From an optimization exercise on the open Yosys and OpenROAD flow, aimed at small area and a short achievable clock period; shortcuts taken in it are not production practice.
RTL that was checked went through simulation tests only; none was proved equivalent to the original.
Power figures rest on the tool's default switching activity, not on a simulated workload.

==> module icap_bitstream_feeder, before the edit <==
module icap_bitstream_feeder #(
  parameter int FIFO_DEPTH = 8,
  parameter int NUM_W      = 21,
  parameter int BIT_SWAP   = 1
) (
  input  logic                  clk,
  input  logic                  rst,
  input  logic                  i_start,
  input  logic [NUM_W-1:0]      i_num_reads,
  input  logic                  i_abort,
  output logic                  o_ddr_rd,
  input  logic [pr_pkg::DDR_BEAT_W-1:0] i_ddr_data,
  input  logic                  i_ddr_rd_data_valid,
  input  logic                  i_ddr_rd_done,
  output logic                  o_config_buff_full,
  input  logic                  i_icap_hold,
  output logic                  o_icap_csib,
  output logic                  o_icap_rdwrb,
  output logic [pr_pkg::ICAP_W-1:0]     o_icap_data,
  output logic                  o_busy,
  output logic                  o_done,
  output logic                  o_err_ovf,
  output logic [1:0]            o_dbg_state
);
  localparam int NROW  = FIFO_DEPTH + 1;
  localparam int NWORD = pr_pkg::WORDS_PER_BEAT;
  localparam int OCC_W = $clog2(FIFO_DEPTH) + 1;
  localparam int W     = pr_pkg::ICAP_W;
  localparam logic [OCC_W-1:0] FULL_THR  = OCC_W'(FIFO_DEPTH - 2);
  localparam logic [OCC_W-1:0] DEPTH_OCC = OCC_W'(FIFO_DEPTH);
  logic [1:0]            state_q, state_d;
  logic [NUM_W-1:0]      rem_q, rem_d;
  logic                  err_ovf_q, err_ovf_d;
  logic [NROW-1:0]       head_q, head_d;
  logic [NROW-1:0]       wr_q, wr_d;
  logic [OCC_W-1:0]      occ_q, occ_d;
  logic                  ser_vld_q, ser_vld_d;
  logic [NWORD-1:0]      idx_q, idx_d;
  logic [pr_pkg::DDR_BEAT_W-1:0] mem_q [NROW];
  logic run, drain, busy;
  logic flush, push_req, do_push, fifo_empty, fifo_full;
  logic consume, last_word, ser_load, head_free, wr_en;
  logic [W-1:0] raw_word;
  assign run        = (state_q == 2'd1);
  assign drain      = (state_q == 2'd2);
  assign busy       = run | drain;
  assign flush      = i_abort;
  assign fifo_empty = (occ_q == '0);
  assign fifo_full  = (occ_q == DEPTH_OCC);
  assign push_req   = i_ddr_rd_data_valid & busy & ~i_abort;
  assign do_push    = push_req & ~fifo_full;
  assign consume    = ser_vld_q & ~i_icap_hold;
  assign last_word  = idx_q[NWORD-1];
  assign head_free  = consume & last_word;
  assign ser_load   = ~fifo_empty & (~ser_vld_q | head_free) & ~flush;
  always_comb begin
    state_d   = state_q;
    rem_d     = rem_q;
    err_ovf_d = err_ovf_q;
    case (state_q)
      2'd0: begin
        if (i_start) begin
          err_ovf_d = 1'b0;
          rem_d     = i_num_reads;
          state_d   = (i_num_reads != '0) ? 2'd1 : 2'd3;
        end
      end
      2'd1: begin
        if (i_ddr_rd_done) begin
          rem_d = rem_q - 1'b1;
          if (rem_q == NUM_W'(1)) state_d = 2'd2;
        end
      end
      2'd2: begin
        if (fifo_empty && !ser_vld_q && !push_req) state_d = 2'd3;
      end
      default: state_d = 2'd0;
    endcase
    if (push_req && fifo_full) err_ovf_d = 1'b1;
    if (i_abort) state_d = 2'd0;
  end
  always_comb begin
    occ_d     = occ_q;
    ser_vld_d = ser_vld_q;
    idx_d     = idx_q;
    head_d    = head_q;
    wr_d      = wr_q;
    if (do_push) wr_d = {wr_q[NROW-2:0], wr_q[NROW-1]};
    if (head_free) head_d = {head_q[NROW-2:0], head_q[NROW-1]};
    case ({do_push, ser_load})
      2'b10:   occ_d = occ_q + 1'b1;
      2'b01:   occ_d = occ_q - 1'b1;
      default: occ_d = occ_q;
    endcase
    if (ser_load) begin
      ser_vld_d = 1'b1;
      idx_d     = NWORD'(1);
    end else if (consume) begin
      idx_d = {idx_q[NWORD-2:0], idx_q[NWORD-1]};
      if (last_word) ser_vld_d = 1'b0;
    end
    if (flush) begin
      occ_d     = '0;
      ser_vld_d = 1'b0;
      idx_d     = NWORD'(1);
      head_d    = NROW'(1);
      wr_d      = NROW'(1);
    end
  end
  always_ff @(posedge clk or posedge rst) begin
    if (rst) begin
      state_q   <= 2'd0;
      err_ovf_q <= 1'b0;
      head_q    <= NROW'(1);
      wr_q      <= NROW'(1);
      occ_q     <= '0;
      ser_vld_q <= 1'b0;
      idx_q     <= NWORD'(1);
    end else begin
      state_q   <= state_d;
      err_ovf_q <= err_ovf_d;
      head_q    <= head_d;
      wr_q      <= wr_d;
      occ_q     <= occ_d;
      ser_vld_q <= ser_vld_d;
      idx_q     <= idx_d;
    end
  end
  always_ff @(posedge clk) begin
    rem_q <= rem_d;
  end
  assign wr_en = ~(fifo_full & ser_vld_q);
  for (genvar r = 0; r < NROW; r++) begin : g_row
    always_ff @(posedge clk) begin
      if (wr_en && wr_q[r]) mem_q[r] <= i_ddr_data;
    end
  end
  logic [NROW*NWORD-1:0][W-1:0] cand;
  for (genvar r = 0; r < NROW; r++) begin : g_rd
    for (genvar k = 0; k < NWORD; k++) begin : g_w
      assign cand[r*NWORD+k] = {W{head_q[r] & idx_q[k]}} & mem_q[r][W*k +: W];
    end
  end
  always_comb begin
    raw_word = '0;
    for (int i = 0; i < NROW*NWORD; i++) raw_word = raw_word | cand[i];
  end
  assign o_icap_data        = (BIT_SWAP != 0) ? pr_pkg::bit_rev_bytes(raw_word) : raw_word;
  assign o_icap_csib        = ~consume;
  assign o_icap_rdwrb       = 1'b0;
  assign o_ddr_rd           = run;
  assign o_config_buff_full = (occ_q > FULL_THR);
  assign o_busy             = busy;
  assign o_done             = (state_q == 2'd3);
  assign o_err_ovf          = err_ovf_q;
  assign o_dbg_state        = state_q;
endmodule
make LEC_CHECK=0 CAP_MARGIN=20 CORE_MARGIN=2 CORE_UTILIZATION=40 SLEW_MARGIN=20 finish   # period 3.8 ns
run.sh (not shown) runs the stock make flow with config.mk's settings and CLKGATE_MAP_FILE= SYNTH_SCRIPT=/design/flow/synth_recipe.tcl, a recipe that flattens the netlist after the stock synthesis.
The starting point completed and failed the layout checks on negative setup slack.
Rerun with:
--- a/flow/design.v
+++ b/flow/design.v
@@ -55,8 +55,11 @@
   logic [NROW-1:0]       wr_q, wr_d;
   logic [OCC_W-1:0]      occ_q, occ_d;
   logic                  ser_vld_q, ser_vld_d;
   logic [NWORD-1:0]      idx_q, idx_d;
+  logic [NROW-1:0]       rd_row_q, rd_row_d;
+  logic [NWORD-1:0]      rd_idx_q, rd_idx_d;
+  logic [W-1:0]          word_q, word_d;
   logic [pr_pkg::DDR_BEAT_W-1:0] mem_q [NROW];
   logic run, drain, busy;
   logic flush, push_req, do_push, fifo_empty, fifo_full;
   logic consume, last_word, ser_load, head_free, wr_en;
@@ -125,8 +128,10 @@
       idx_d     = NWORD'(1);
       head_d    = NROW'(1);
       wr_d      = NROW'(1);
     end
+    rd_row_d = (ser_vld_d & idx_d[NWORD-1]) ? {head_d[NROW-2:0], head_d[NROW-1]} : head_d;
+    rd_idx_d = ser_vld_d ? {idx_d[NWORD-2:0], idx_d[NWORD-1]} : NWORD'(1);
   end
   always_ff @(posedge clk or posedge rst) begin
     if (rst) begin
       state_q   <= 2'd0;
@@ -135,16 +140,20 @@
       wr_q      <= NROW'(1);
       occ_q     <= '0;
       ser_vld_q <= 1'b0;
       idx_q     <= NWORD'(1);
+      rd_row_q  <= NROW'(1);
+      rd_idx_q  <= NWORD'(1);
     end else begin
       state_q   <= state_d;
       err_ovf_q <= err_ovf_d;
       head_q    <= head_d;
       wr_q      <= wr_d;
       occ_q     <= occ_d;
       ser_vld_q <= ser_vld_d;
       idx_q     <= idx_d;
+      rd_row_q  <= rd_row_d;
+      rd_idx_q  <= rd_idx_d;
     end
   end
   always_ff @(posedge clk) begin
     rem_q <= rem_d;
@@ -157,16 +166,20 @@
   end
   logic [NROW*NWORD-1:0][W-1:0] cand;
   for (genvar r = 0; r < NROW; r++) begin : g_rd
     for (genvar k = 0; k < NWORD; k++) begin : g_w
-      assign cand[r*NWORD+k] = {W{head_q[r] & idx_q[k]}} & mem_q[r][W*k +: W];
+      assign cand[r*NWORD+k] = {W{rd_row_q[r] & rd_idx_q[k]}} & mem_q[r][W*k +: W];
     end
   end
   always_comb begin
     raw_word = '0;
     for (int i = 0; i < NROW*NWORD; i++) raw_word = raw_word | cand[i];
   end
-  assign o_icap_data        = (BIT_SWAP != 0) ? pr_pkg::bit_rev_bytes(raw_word) : raw_word;
+  assign word_d = (ser_vld_q & i_icap_hold) ? word_q : raw_word;
+  always_ff @(posedge clk) begin
+    word_q <= word_d;
+  end
+  assign o_icap_data        = (BIT_SWAP != 0) ? pr_pkg::bit_rev_bytes(word_q) : word_q;
   assign o_icap_csib        = ~consume;
   assign o_icap_rdwrb       = 1'b0;
   assign o_ddr_rd           = run;
   assign o_config_buff_full = (occ_q > FULL_THR);
What happened:
- Now the flow finished clean
- wire length went down by 3.8%
- hold slack degrades by 0.039 ns
- via count went down by 2.7%
- non-clock buffer count falls by 330
- global-route usage is lower by 0.68 points
- setup slack improves by 0.99 ns
- critical path depth drops by 5
- sequential share of layout area rose by 4.0 points
- utilization decreases by 3.0 points
- total power went up by 2.1%
- design area decreases by 4.0%
No functional check of the RTL was part of any run of this note.

========
## job 101
The RTL this note starts from:
==> flow/design.v <==
package pr_pkg;
  typedef enum logic [1:0] {
    IDLE  = 2'd0,
    RUN   = 2'd1,
    DRAIN = 2'd2,
    DONE  = 2'd3
  } feeder_state_e;
  localparam int DDR_LINE_BYTES = 64;
  localparam int BEATS_PER_READ = 2;
  localparam int ICAP_W         = 32;
  localparam int DDR_BEAT_W     = 256;
  localparam int WORDS_PER_BEAT = DDR_BEAT_W / ICAP_W;
  function automatic logic [ICAP_W-1:0] bit_rev_bytes(input logic [ICAP_W-1:0] w);
    for (int b = 0; b < ICAP_W / 8; b++) begin
      for (int i = 0; i < 8; i++) begin
        bit_rev_bytes[8*b+i] = w[8*b+7-i];
      end
    end
  endfunction
endpackage
module icap_bitstream_feeder #(
  parameter int FIFO_DEPTH = 8,
  parameter int NUM_W      = 21,
  parameter int BIT_SWAP   = 1
) (
  input  logic                  clk,
  input  logic                  rst,
  input  logic                  i_start,
  input  logic [NUM_W-1:0]      i_num_reads,
  input  logic                  i_abort,
  output logic                  o_ddr_rd,
  input  logic [pr_pkg::DDR_BEAT_W-1:0] i_ddr_data,
  input  logic                  i_ddr_rd_data_valid,
  input  logic                  i_ddr_rd_done,
  output logic                  o_config_buff_full,
  input  logic                  i_icap_hold,
  output logic                  o_icap_csib,
  output logic                  o_icap_rdwrb,
  output logic [pr_pkg::ICAP_W-1:0]     o_icap_data,
  output logic                  o_busy,
  output logic                  o_done,
  output logic                  o_err_ovf,
  output logic [1:0]            o_dbg_state
);
  localparam int NROW  = FIFO_DEPTH + 1;
  localparam int NWORD = pr_pkg::WORDS_PER_BEAT;
  localparam int W     = pr_pkg::ICAP_W;
  localparam int BW    = pr_pkg::DDR_BEAT_W;
  logic [FIFO_DEPTH-1:0] occ_q, occ_d;
  logic [1:0]            state_q, state_d;
  logic [NUM_W-1:0]      rem_q, rem_d;
  logic                  err_ovf_q, err_ovf_d;
  logic [NROW-1:0]       head_q, head_d;
  logic [NROW-1:0]       wr_q, wr_d;
  logic                  ser_vld_q, ser_vld_d;
  logic [NWORD-1:0]      idx_q, idx_d;
  logic [NWORD-1:0]      rd_idx_d;
  logic [NROW-1:0][NWORD-1:0] rd_sel_q, rd_sel_d;
  logic [W-1:0]          word_q, word_d;
  logic [NROW-1:0]       we_q, we_d, keep_q;
  logic [BW-1:0]         mem_q [NROW];
  logic                  vld_o_d;
  logic                  run_q, busy_q, done_q, bfull_q, vld_o_q;
  logic                  nbusy_q;
  logic [1:0]            nstate_q;
  logic [1:0]            st;
  logic                  rem1_q, rem1_d;
  logic [NUM_W-1:0]      rem_dec;
  logic run, drain, busy;
  logic flush, push_req, do_push, fifo_empty, fifo_full;
  logic consume, last_word, ser_load, head_free;
  logic [W-1:0] raw_word;
  assign st         = ~nstate_q;
  assign run        = (st == 2'd1);
  assign drain      = (st == 2'd2);
  assign busy       = ~nbusy_q;
  assign flush      = i_abort;
  assign fifo_empty = ~occ_q[0];
  assign fifo_full  = occ_q[FIFO_DEPTH-1];
  assign push_req   = i_ddr_rd_data_valid & busy & ~i_abort;
  assign do_push    = push_req & ~fifo_full;
  assign consume    = ser_vld_q & ~i_icap_hold;
  assign last_word  = idx_q[NWORD-1];
  assign head_free  = consume & last_word;
  assign ser_load   = ~fifo_empty & (~ser_vld_q | head_free) & ~flush;
  always_comb begin
    for (int i = 0; i < NUM_W; i++)
      rem_dec[i] = rem_q[i] ^ ~|(rem_q & NUM_W'((64'd1 << i) - 1));
  end
  always_comb begin
    state_d   = st;
    rem_d     = rem_q;
    err_ovf_d = err_ovf_q;
    rem1_d    = rem1_q;
    case (st)
      2'd0: begin
        if (i_start) begin
          err_ovf_d = 1'b0;
          rem_d     = i_num_reads;
          rem1_d    = (i_num_reads == NUM_W'(1));
          state_d   = (i_num_reads != '0) ? 2'd1 : 2'd3;
        end
      end
      2'd1: begin
        if (i_ddr_rd_done) begin
          rem_d  = rem_dec;
          rem1_d = (rem_q == NUM_W'(2));
          if (rem1_q) state_d = 2'd2;
        end
      end
      2'd2: begin
        if (fifo_empty && !ser_vld_q && !push_req) state_d = 2'd3;
      end
      default: state_d = 2'd0;
    endcase
    if (push_req && fifo_full) err_ovf_d = 1'b1;
    if (i_abort) state_d = 2'd0;
  end
  always_comb begin
    occ_d     = occ_q;
    ser_vld_d = ser_vld_q;
    idx_d     = idx_q;
    head_d    = head_q;
    wr_d      = wr_q;
    if (do_push) wr_d = {wr_q[NROW-2:0], wr_q[NROW-1]};
    if (head_free) head_d = {head_q[NROW-2:0], head_q[NROW-1]};
    case ({do_push, ser_load})
      2'b10:   occ_d = {occ_q[FIFO_DEPTH-2:0], 1'b1};
      2'b01:   occ_d = {1'b0, occ_q[FIFO_DEPTH-1:1]};
      default: occ_d = occ_q;
    endcase
    if (ser_load) begin
      ser_vld_d = 1'b1;
      idx_d     = NWORD'(1);
    end else if (consume) begin
      idx_d = {idx_q[NWORD-2:0], idx_q[NWORD-1]};
      if (last_word) ser_vld_d = 1'b0;
    end
    if (flush) begin
      occ_d     = '0;
      ser_vld_d = 1'b0;
      idx_d     = NWORD'(1);
      head_d    = NROW'(1);
      wr_d      = NROW'(1);
    end
  end
  logic [NROW-1:0]  head_rot, head_go, wr_sel, blk_hold, blk_go;
  logic             vld_go;
  logic             hold_all;
  logic [NROW-1:0]  rd_row_adv;
  logic [NROW-1:0][NWORD-1:0] rd_sel_adv, rd_sel_init;
  assign head_rot = {head_q[NROW-2:0], head_q[NROW-1]};
  assign vld_go   = (~fifo_empty & (~ser_vld_q | last_word)) | (ser_vld_q & ~last_word);
  assign head_go  = (ser_vld_q & last_word) ? head_rot : head_q;
  assign hold_all = ser_vld_q & i_icap_hold;
  assign vld_o_d  = ~flush & (i_icap_hold ? (ser_vld_q | ~fifo_empty) : vld_go);
  always_comb begin
    if (!ser_vld_q) begin
      rd_row_adv = head_q;
      rd_idx_d   = fifo_empty ? NWORD'(1) : NWORD'(2);
    end else if (!last_word) begin
      rd_row_adv = idx_q[NWORD-2] ? head_rot : head_q;
      rd_idx_d   = {idx_q[NWORD-3:0], idx_q[NWORD-1:NWORD-2]};
    end else begin
      rd_row_adv = head_rot;
      rd_idx_d   = fifo_empty ? NWORD'(1) : NWORD'(2);
    end
    for (int r = 0; r < NROW; r++) begin
      rd_sel_adv[r]  = rd_row_adv[r] ? rd_idx_d : '0;
      rd_sel_init[r] = (r == 0) ? NWORD'(1) : '0;
    end
  end
  assign rd_sel_d = flush ? rd_sel_init : hold_all ? rd_sel_q : rd_sel_adv;
  always_ff @(posedge clk or posedge rst) begin
    if (rst) begin
      state_q   <= 2'd0;
      err_ovf_q <= 1'b0;
      head_q    <= NROW'(1);
      wr_q      <= NROW'(1);
      occ_q     <= '0;
      ser_vld_q <= 1'b0;
      idx_q     <= NWORD'(1);
      run_q     <= 1'b0;
      busy_q    <= 1'b0;
      done_q    <= 1'b0;
      bfull_q   <= 1'b0;
      vld_o_q   <= 1'b0;
      nbusy_q   <= 1'b1;
      nstate_q  <= 2'b11;
    end else begin
      state_q   <= state_d;
      err_ovf_q <= err_ovf_d;
      head_q    <= head_d;
      wr_q      <= wr_d;
      occ_q     <= occ_d;
      ser_vld_q <= ser_vld_d;
      idx_q     <= idx_d;
      run_q     <= (state_d == 2'd1);
      busy_q    <= (state_d == 2'd1) | (state_d == 2'd2);
      done_q    <= (state_d == 2'd3);
      bfull_q   <= occ_d[FIFO_DEPTH-2];
      vld_o_q   <= vld_o_d;
      nbusy_q   <= ~((state_d == 2'd1) | (state_d == 2'd2));
      nstate_q  <= ~state_d;
    end
  end
  always_ff @(posedge clk) begin
    rem_q    <= rem_d;
    rem1_q   <= rem1_d;
    rd_sel_q <= rd_sel_d;
  end
  assign wr_sel   = (i_ddr_rd_data_valid & busy & ~fifo_full) ? {wr_q[NROW-2:0], wr_q[NROW-1]} : wr_q;
  assign blk_hold = head_q & {NROW{ser_vld_q | ~fifo_empty}};
  assign blk_go   = head_go & {NROW{vld_go}};
  assign we_d     = flush ? NROW'(1) : wr_sel & ~(i_icap_hold ? blk_hold : blk_go);
  always_ff @(posedge clk) begin
    we_q   <= we_d;
    keep_q <= ~we_d;
  end
  for (genvar r = 0; r < NROW; r++) begin : g_row
    always_ff @(posedge clk) begin
      mem_q[r] <= (i_ddr_data & {BW{we_q[r]}}) | (mem_q[r] & {BW{keep_q[r]}});
    end
  end
  logic [NROW-1:0][W-1:0] row_word;
  for (genvar r = 0; r < NROW; r++) begin : g_rd
    always_comb begin
      row_word[r] = '0;
      for (int k = 0; k < NWORD; k++)
        row_word[r] = row_word[r] | ({W{rd_sel_q[r][k]}} & mem_q[r][W*k +: W]);
    end
  end
  always_comb begin
    raw_word = '0;
    for (int r = 0; r < NROW; r++) raw_word = raw_word | row_word[r];
  end
  logic word_keep, word_load;
  assign word_keep = vld_o_q & i_icap_hold;
  assign word_load = ~ser_vld_q | ~i_icap_hold;
  assign word_d = (raw_word & {W{word_load}}) | (word_q & {W{word_keep}});
  always_ff @(posedge clk) begin
    word_q <= word_d;
  end
  assign o_icap_data        = (BIT_SWAP != 0) ? pr_pkg::bit_rev_bytes(word_q) : word_q;
  assign o_icap_csib        = ~(vld_o_q & ~i_icap_hold);
  assign o_icap_rdwrb       = 1'b0;
  assign o_ddr_rd           = run_q;
  assign o_config_buff_full = bfull_q;
  assign o_busy             = busy_q;
  assign o_done             = done_q;
  assign o_err_ovf          = err_ovf_q;
  assign o_dbg_state        = state_q;
endmodule
export LEC_CHECK = 0
export CAP_MARGIN = 20
export CORE_MARGIN = 2
export CORE_UTILIZATION = 50
export PLACE_DENSITY = 0.62
export SETUP_SLACK_MARGIN = 1.55
export SLEW_MARGIN = 20
create_clock -name core_clock -period 3.8 [get_ports {clk}]
standard.sh (not shown) runs the stock make flow with config.mk's settings and CLKGATE_MAP_FILE= SYNTH_SCRIPT=/design/flow/synth_recipe.tcl, a recipe that flattens the netlist after the stock synthesis.
==> flow/flow/run.sh <==
#!/bin/bash
# The standard ORFS layout, with two changes:
#  - ports are buffered with the smallest buffer (repair upsizes where timing needs it)
#    instead of the delay buffer buffer_ports picks on its own;
#  - the clock tree uses larger sink clusters of clkbuf_16 leaves and no dummy loads.
set -euo pipefail
export BUFFER_PORTS_ARGS="-buffer_cell sky130_fd_sc_hd__buf_1"
export CTS_ARGS="-sink_clustering_enable -repair_clock_nets -sink_clustering_size 30 -sink_clustering_max_diameter 65 -buf_list {sky130_fd_sc_hd__clkbuf_8 sky130_fd_sc_hd__clkbuf_16} -dont_use_dummy_load"
bash standard.sh synth > synth.log 2>&1
bash standard.sh floorplan > floorplan.log 2>&1
bash standard.sh place > place.log 2>&1
bash standard.sh cts > cts.log 2>&1
bash standard.sh finish > finish.log 2>&1
Job 101: done, clean on timing, DRC and antenna
What job 102 does differently from job 101 at the input level:
--- a/flow/design.v
+++ b/flow/design.v
@@ -54,8 +54,11 @@
   logic [NROW-1:0]       wr_q, wr_d;
   logic                  ser_vld_q, ser_vld_d;
   logic [NWORD-1:0]      idx_q, idx_d;
+  logic [NROW-1:0]       rd_row_q, rd_row_d;
   logic [NWORD-1:0]      rd_idx_d;
-  logic [NROW-1:0][NWORD-1:0] rd_sel_q, rd_sel_d;
+  localparam int RGRP  = 3;
+  localparam int NGRP  = (NROW + RGRP - 1) / RGRP;
+  logic [NGRP-1:0][NWORD-1:0] rd_sel_q, rd_sel_d;
   logic [W-1:0]          word_q, word_d;
   logic [NROW-1:0]       we_q, we_d, keep_q;
   logic [BW-1:0]         mem_q [NROW];
@@ -148,7 +151,7 @@
   logic             vld_go;
   logic             hold_all;
   logic [NROW-1:0]  rd_row_adv;
-  logic [NROW-1:0][NWORD-1:0] rd_sel_adv, rd_sel_init;
+  logic [NGRP-1:0][NWORD-1:0] rd_sel_adv, rd_sel_init;
   assign head_rot = {head_q[NROW-2:0], head_q[NROW-1]};
   assign vld_go   = (~fifo_empty & (~ser_vld_q | last_word)) | (ser_vld_q & ~last_word);
   assign head_go  = (ser_vld_q & last_word) ? head_rot : head_q;
@@ -165,11 +168,14 @@
       rd_row_adv = head_rot;
       rd_idx_d   = fifo_empty ? NWORD'(1) : NWORD'(2);
     end
-    for (int r = 0; r < NROW; r++) begin
-      rd_sel_adv[r]  = rd_row_adv[r] ? rd_idx_d : '0;
-      rd_sel_init[r] = (r == 0) ? NWORD'(1) : '0;
-    end
-  end
+    for (int g = 0; g < NGRP; g++) begin
+      rd_sel_adv[g]  = '0;
+      rd_sel_init[g] = (g == 0) ? NWORD'(1) : '0;
+      for (int i = 0; i < RGRP; i++)
+        if (g*RGRP + i < NROW && rd_row_adv[g*RGRP + i]) rd_sel_adv[g] = rd_idx_d;
+    end
+  end
+  assign rd_row_d = flush ? NROW'(1) : hold_all ? rd_row_q : rd_row_adv;
   assign rd_sel_d = flush ? rd_sel_init : hold_all ? rd_sel_q : rd_sel_adv;
   always_ff @(posedge clk or posedge rst) begin
     if (rst) begin
@@ -207,6 +213,7 @@
   always_ff @(posedge clk) begin
     rem_q    <= rem_d;
     rem1_q   <= rem1_d;
+    rd_row_q <= rd_row_d;
     rd_sel_q <= rd_sel_d;
   end
   assign wr_sel   = (i_ddr_rd_data_valid & busy & ~fifo_full) ? {wr_q[NROW-2:0], wr_q[NROW-1]} : wr_q;
@@ -227,12 +234,12 @@
     always_comb begin
       row_word[r] = '0;
       for (int k = 0; k < NWORD; k++)
-        row_word[r] = row_word[r] | ({W{rd_sel_q[r][k]}} & mem_q[r][W*k +: W]);
+        row_word[r] = row_word[r] | ({W{rd_sel_q[r/RGRP][k]}} & mem_q[r][W*k +: W]);
     end
   end
   always_comb begin
     raw_word = '0;
-    for (int r = 0; r < NROW; r++) raw_word = raw_word | row_word[r];
+    for (int r = 0; r < NROW; r++) raw_word = raw_word | ({W{rd_row_q[r]}} & row_word[r]);
   end
   logic word_keep, word_load;
   assign word_keep = vld_o_q & i_icap_hold;
==> run notes <==
The run showing the smaller proportion of cell area occupied by registers is job 101. Any difference in die outline height between job 102 and job 101 is small enough to ignore. NOTE total clock sinks job 101->job 102 decreased slightly. Looking at utilization, job 102 sits 2.0 points below job 101. Going from job 101 to job 102, number of cells after detailed placement grows by 38. In the flow results for job 101 and job 102, the post-route cell area is larger on job 101. As far as later-pin clock latency in the skew report is concerned, job 101 and job 102 perform about the same. Number of global-route vias before repair for job 102: 5610 down relative to job 101. Final wirelength (lower): job 102. Run comparison: job 102 commonest non-fill, non-tap cell in the layout sky130_fd_sc_hd__dfxtp_1; job 101 commonest non-fill, non-tap cell in the layout sky130_fd_sc_hd__a22o_1. Re combinational power: job 101 and job 102 aren't equal, and the higher value belongs to job 102.
Only the layout flow was run in job 101; the RTL was not checked for function there.

static timing again, ports no longer ideal:
No port has a modelled driver above. Below, the same layouts with a new extraction and two added sets of constraints. Step 1 assumes that a clkbuf_16 drives the clock port and a buf_2 every other input. Step 2 adds t to the input delays and takes it off the output delays; t is the mean of the earliest and latest rising clock arrival at the registers after step 1. Input paths then give back, and output paths get back, about the clock's delay inside the block. a / b / c = ideal ports / drivers / drivers and shift; a / b = the first two.
| run | t (ns) | slack for setup (ns) | worst hold slack (ns) | latest minus earliest clock arrival (ns) | cell pins on the clock port's net |
|---|---|---|---|---|---|
| the first run of note 1 | 0.956 | -0.501 / -0.595 / 0.101 | 0.341 / 0.275 / 0.509 | 0.056 / 0.056 | 1 |
| the second run of note 1 | 0.958 | 0.486 / 0.392 / 0.314 | 0.302 / 0.230 / 0.518 | 0.044 / 0.044 | 1 |
| job 101 | 0.912 | 1.438 / 1.438 / 1.046 | 0.035 / -0.041 / 0.472 | 0.099 / 0.099 | 1 |
| job 102 | 0.891 | 1.567 / 1.488 / 1.182 | 0.062 / -0.006 / 0.471 | 0.066 / 0.065 | 1 |
The setup slack of job 101, which loses most, moves by 0.000 ns with the drivers and by -0.392 ns with both steps.
